Background: an optimization exercise with open tools, aiming at small area, a short achievable clock period and few clock cycles per item. Do not read the settings as production practice. Only simulation tests tie the RTL to the original design; equivalence was not proved. Power is estimated from default activity; no workload was simulated.

// sliding_window_arq_control
module sliding_window_arq_control (
	input  logic        clk,
	input  logic        arst_n,
	input  logic        s_tvalid,
	output logic        s_tready,
	input  logic [47:0] s_tdata,    
	input  logic [1:0]  s_tuser,    
	output logic        m_tvalid,
	input  logic        m_tready,
	output logic [79:0] m_tdata,    
	output logic [2:0]  m_tuser,    
	output logic        m_tlast,
	input  logic        cfg_valid,
	output logic        cfg_ready,
	input  logic [1:0]  cfg_index,
	input  logic [30:0] cfg_data
);
==> flow/config.mk <==
export PLATFORM = sky130hd
export DESIGN_NAME = sliding_window_arq_control
export DESIGN_NICKNAME = sliding_window_arq_control
export VERILOG_FILES = /design/flow/design.v
export SDC_FILE = /design/flow/constraint.sdc
export NUM_CORES = 4
export LEC_CHECK = 0
export ABC_CLOCK_PERIOD_IN_PS = 3500
export CAP_MARGIN = 20
export CORE_MARGIN = 2
export CORE_UTILIZATION = 70
export CTS_BUF_LIST = sky130_fd_sc_hd__clkbuf_8
export SLEW_MARGIN = 20
export TNS_END_PERCENT = 5
==> flow/constraint.sdc <==
create_clock -name core_clock -period 10.0 [get_ports {clk}]
set_input_delay 2.0000 -clock core_clock [delete_from_list [all_inputs] [get_ports {clk}]]
set_output_delay 2.0000 -clock core_clock [all_outputs]
set_load 0.01 [all_outputs]
standard.sh (not shown) runs the stock make flow with config.mk's settings and CLKGATE_MAP_FILE= SYNTH_SCRIPT=/design/flow/synth_recipe.tcl, a recipe that flattens the netlist after the stock synthesis.
==> flow/flow/run.sh <==
#!/bin/bash
# Standard layout with two changes to how it is made:
# - timing repair aims below the clock period (repair works until setup
#   slack reaches the margin, so it keeps shortening paths the 10 ns
#   constraint alone would leave as they are);
# - the port buffers are plain buf_4 cells, not the delay cells the default
#   port buffering picks.
set -euo pipefail
export SETUP_SLACK_MARGIN=6.5
export BUFFER_PORTS_ARGS="-buffer_cell sky130_fd_sc_hd__buf_4"
bash standard.sh > make.log 2>&1
The first run ran to the end with no violations.
Testbench counts at the start, summed over its fixed seeds: cycles 5,355, items 4,800.
Next try:
CORE_UTILIZATION = 60   (was 70)
After rerunning: Power falls slightly. Worst setup slack is better by 0.15 ns. Design area rises slightly. Sequential power barely changes. Worst hold slack hardly moves. Routed wire length rises slightly.

---

sliding_window_arq_control, a different RTL version from the one above (not shown whole).
Size: roughly 4200 cells after synthesis, ~980 flip-flops, roughly 180 I/O pins, ~49000 µm² of cells after synthesis.
==> flow/config.mk <==
export PLATFORM = sky130hd
export DESIGN_NAME = sliding_window_arq_control
export DESIGN_NICKNAME = sliding_window_arq_control
export VERILOG_FILES = /design/flow/design.v
export SDC_FILE = /design/flow/constraint.sdc
export NUM_CORES = 4
export LEC_CHECK = 0
export ABC_CLOCK_PERIOD_IN_PS = 3500
export CAP_MARGIN = 20
export CORE_MARGIN = 2
export CORE_UTILIZATION = 50
export CTS_BUF_LIST = sky130_fd_sc_hd__clkbuf_8
export CTS_CLUSTER_DIAMETER = 56
export CTS_CLUSTER_SIZE = 12
export SLEW_MARGIN = 20
export TNS_END_PERCENT = 5
==> flow/constraint.sdc <==
create_clock -name core_clock -period 10.0 [get_ports {clk}]
set_input_delay 2.0000 -clock core_clock [delete_from_list [all_inputs] [get_ports {clk}]]
set_output_delay 2.0000 -clock core_clock [all_outputs]
set_load 0.01 [all_outputs]
Scripts as last shown in full above: flow/flow/run.sh
The starting point produced a clean layout.
Testbench counts at the start, summed over its fixed seeds: cycles 5,355, items 4,800.
Edit:
CORE_UTILIZATION = 60   (was 50)
The new run completed without violations.
Routed wire length decreases by 2.3%.
Setup slack loses 0.058 ns.
Area after synthesis does not change.
Cell area falls by 1.4%.
Clock-buffer cell count goes down by 15.

---

Another version of the RTL of sliding_window_arq_control (not shown whole).
Size: roughly 4200 cells after synthesis, roughly 980 flip-flops, about 180 I/O pins, about 49000 um^2 of cells after synthesis.
clock: 10.0 ns
lec_check: 0
abc_clock_period_in_ps: 3500
cap_margin: 20
core_margin: 2
core_utilization: 60
cts_buf_list: sky130_fd_sc_hd__clkbuf_8
slew_margin: 20
tns_end_percent: 5
==> flow/flow/run.sh <==
#!/bin/bash
# Standard layout with two changes to how it is made:
# - timing repair aims below the clock period (repair works until setup
#   slack reaches the margin, so it keeps shortening paths the 10 ns
#   constraint alone would leave as they are);
# - the port buffers are plain buf_4 cells, not the delay cells the default
#   port buffering picks.
set -euo pipefail
export SETUP_SLACK_MARGIN=6.3
export BUFFER_PORTS_ARGS="-buffer_cell sky130_fd_sc_hd__buf_4"
bash standard.sh > make.log 2>&1
Testbench counts at the start, summed over its fixed seeds: cycles 5,355, items 4,800.
Next try:
--- a/flow/flow/run.sh
+++ b/flow/flow/run.sh
@@ -8,3 +8,3 @@
 set -euo pipefail
-export SETUP_SLACK_MARGIN=6.3
+export SETUP_SLACK_MARGIN=6.5
 export BUFFER_PORTS_ARGS="-buffer_cell sky130_fd_sc_hd__buf_4"
Settings changed: CTS_CLUSTER_DIAMETER set to 56, CTS_CLUSTER_SIZE set to 12.
Cell area goes down by 1.6%.
Clock skew stays flat.
Clock-buffer cell count goes down by 78.
Via count goes down by 1.1%.
Next try:
Settings changed: CTS_CLUSTER_SIZE 12 to 15.
=> Flip-flop and latch count is unchanged; non-clock buffer count went down by 5; setup slack is about the same; clock skew goes up by 3.1 ps; critical path depth stays the same; routed wire length is about the same; synthesized cell count is unchanged; register-to-register slack hardly moves; design area shrinks by 0.34%; clock-buffer cell count goes down by 13; power is about the same.
Next try:
Settings changed: ABC_CLOCK_PERIOD_IN_PS 3500 to 2500, CTS_CLUSTER_DIAMETER 56 to unset, CTS_CLUSTER_SIZE 15 to unset.
What happened:
- The changed run completed with no timing, DRC or antenna violations
- non-clock buffer count rises by 11
- via count increases by 1.4%
- worst setup slack is better by 20 ps
- utilization went up by 1.7 points
- hold slack loses 5.4 ps
- cell area went up by 2.5%

---

Setup of gamma:
sliding_window_arq_control, a different RTL version from the one above (not shown whole).
For scale: about 4300 cells after synthesis, ~970 flip-flops, roughly 180 I/O pins.
Design sliding_window_arq_control, start of the top module:
module sliding_window_arq_control (
	input  logic        clk,
	input  logic        arst_n,
	input  logic        s_tvalid,
	output logic        s_tready,
	input  logic [47:0] s_tdata,    
	input  logic [1:0]  s_tuser,    
	output logic        m_tvalid,
	input  logic        m_tready,
	output logic [79:0] m_tdata,    
	output logic [2:0]  m_tuser,    
	output logic        m_tlast,
	input  logic        cfg_valid,
	output logic        cfg_ready,
	input  logic [1:0]  cfg_index,
	input  logic [30:0] cfg_data
);
clock: 10.0 ns
lec_check: 0
abc_clock_period_in_ps: 3500
cap_margin: 20
core_margin: 2
core_utilization: 60
cts_buf_list: sky130_fd_sc_hd__clkbuf_8
slew_margin: 20
tns_end_percent: 5
==> flow/flow/run.sh <==
#!/bin/bash
# Standard layout with two changes to how it is made:
# - timing repair aims below the clock period (repair works until setup
#   slack reaches the margin, so it keeps shortening paths the 10 ns
#   constraint alone would leave as they are);
# - the port buffers are plain buf_4 cells, not the delay cells the default
#   port buffering picks.
set -euo pipefail
export SETUP_SLACK_MARGIN=6.5
export BUFFER_PORTS_ARGS="-buffer_cell sky130_fd_sc_hd__buf_4"
bash standard.sh > make.log 2>&1
gamma went all the way through the flow, and no timing, DRC or antenna check failed.
Testbench counts of gamma, summed over its fixed seeds: cycles 5,350, items 4,800.
Here is what was changed in the inputs of alpha compared with gamma.
==> flow/flow/run.sh <==
#!/bin/bash
# Standard layout, with timing repair aimed below the clock period: repair
# works until setup slack reaches the margin, so it keeps shortening paths
# the 10 ns constraint alone would leave as they are.
set -euo pipefail
export SETUP_SLACK_MARGIN=6.5
bash standard.sh > make.log 2>&1
==> summary.txt <==
Measured against each other, alpha and gamma differ in clock latency on the worst-skew pair, the higher figure coming from alpha. gamma went all the way through the flow, and no timing, DRC or antenna check failed. alpha completed; timing, DRC and antenna clean. Diff gamma -> alpha: power consumption went up 3.4%; critical path depth comparable; combinational power up about 5%; stage delay of the slowest cell on the critical path went up 0.07 ns. alpha vs gamma — cell area after layout climbed by a few percent.

---

11-26:
RTL: one of the versions met above, not the one the previous note started from.
Size in the first run: roughly 0.049 mm2 of cells after synthesis.
clock: 10.0 ns
lec_check: 0
abc_clock_period_in_ps: 3500
cap_margin: 20
core_margin: 2
core_utilization: 60
cts_buf_list: sky130_fd_sc_hd__clkbuf_8
slew_margin: 20
tns_end_percent: 20
==> flow/flow/run.sh <==
#!/bin/bash
# Standard layout with two changes to how it is made:
# - timing repair aims below the clock period (repair works until setup
#   slack reaches the margin, so it keeps shortening paths the 10 ns
#   constraint alone would leave as they are);
# - the port buffers are plain buf_4 cells, not the delay cells the default
#   port buffering picks.
set -euo pipefail
export SETUP_SLACK_MARGIN=6.5
export BUFFER_PORTS_ARGS="-buffer_cell sky130_fd_sc_hd__buf_4"
bash standard.sh > make.log 2>&1
The final layout from 11-26, which completed every stage, passed the timing, DRC and antenna checks at the end of the flow.
Testbench counts of 11-26, summed over its fixed seeds: cycles 5,355, items 4,800.
Inputs modified between 11-26 and 08-06:
# 11-26
export LEC_CHECK = 0
export ABC_CLOCK_PERIOD_IN_PS = 3500
export CAP_MARGIN = 20
export CORE_MARGIN = 2
export CORE_UTILIZATION = 60
export CTS_BUF_LIST = sky130_fd_sc_hd__clkbuf_8
export SLEW_MARGIN = 20
export TNS_END_PERCENT = 20
create_clock -name core_clock -period 10.0 [get_ports {clk}]
# 08-06
export LEC_CHECK = 0
export ABC_CLOCK_PERIOD_IN_PS = 3500
export CAP_MARGIN = 20
export CORE_MARGIN = 2
export CORE_UTILIZATION = 60
export CTS_BUF_LIST = sky130_fd_sc_hd__clkbuf_8
export SLEW_MARGIN = 20
export TNS_END_PERCENT = 5
create_clock -name core_clock -period 10.0 [get_ports {clk}]
Results
Per the final summary, 08-06 finished and its layout is clean on timing, DRC and antenna. Final design instance area without fill essentially unchanged between 08-06 and 11-26. Between 08-06 and 11-26, the footprint of the flip-flops and latches figures differ only marginally. [compare] base=11-26 new=08-06: worst setup slack picked up an extra 0.074 ns; delay contributed by the slowest stage of the critical path level; worst slack on hold paths shows an increase of 0.0039 ns; clock period minus worst slack went down; cell total after placement stayed essentially flat. Compared with 11-26, 08-06 shows a global-route met2 utilization that is 0.54 points lower. The library cell contributing the largest single delay on the critical path comes out a311oi_2 in one run and o21ai_0 in the other, namely in 11-26 and 08-06 respectively.

afterwards: timing with drivers on the ports:
No port has a modelled driver above. Below, the same layouts with a new extraction and two added sets of constraints.
Step 1 (the two cells are an assumption about what drives the block):
set clk [get_ports {clk}]
set_driving_cell -lib_cell sky130_fd_sc_hd__clkbuf_16 $clk
set_driving_cell -lib_cell sky130_fd_sc_hd__buf_2 [delete_from_list [all_inputs] $clk]
Step 2 also shifts input and output timing later by t, the mid clock arrival at the registers, as if the neighbouring blocks saw the same clock.
Three values: ideal, step 1, step 2; two values: the first two.
run	t, ns	slack for setup (ns)	worst setup path at the end	worst register clock-pin slew, ns	pins driven straight from the clock port
the first run of note 1	0.901	6.280 / 6.280 / 5.486	input to register	0.07 / 0.07	1
the second run of note 1	0.928	6.435 / 6.368 / 5.575	input to register	0.08 / 0.08	1
the first run of note 2	0.845	6.389 / 6.416 / 5.571	input to register	0.09 / 0.09	1
the second run of note 2	0.814	6.331 / 6.331 / 5.542	input to register	0.09 / 0.09	1
the first run of note 3	0.899	6.221 / 6.256 / 5.362	input to register	0.07 / 0.07	1
the second run of note 3	0.820	6.335 / 6.344 / 5.553	input to register	0.09 / 0.09	1
the third run of note 3	0.817	6.335 / 6.335 / 5.580	input to register	0.11 / 0.11	1
the fourth run of note 3	0.889	6.355 / 6.355 / 5.536	input to register	0.07 / 0.07	1
gamma	0.877	6.184 / 6.184 / 5.387	input to register	0.07 / 0.07	1
alpha	0.916	6.255 / 6.255 / 5.419	input to register	0.07 / 0.07	1
11-26	0.917	6.281 / 6.281 / 5.580	input to register	0.07 / 0.07	1
08-06	0.889	6.355 / 6.355 / 5.536	input to register	0.07 / 0.07	1
After both steps setup and hold are still met in every run listed. For the second run of note 1, which loses most, drivers alone change the setup slack by -0.067 ns; drivers and shift together by -0.860 ns.
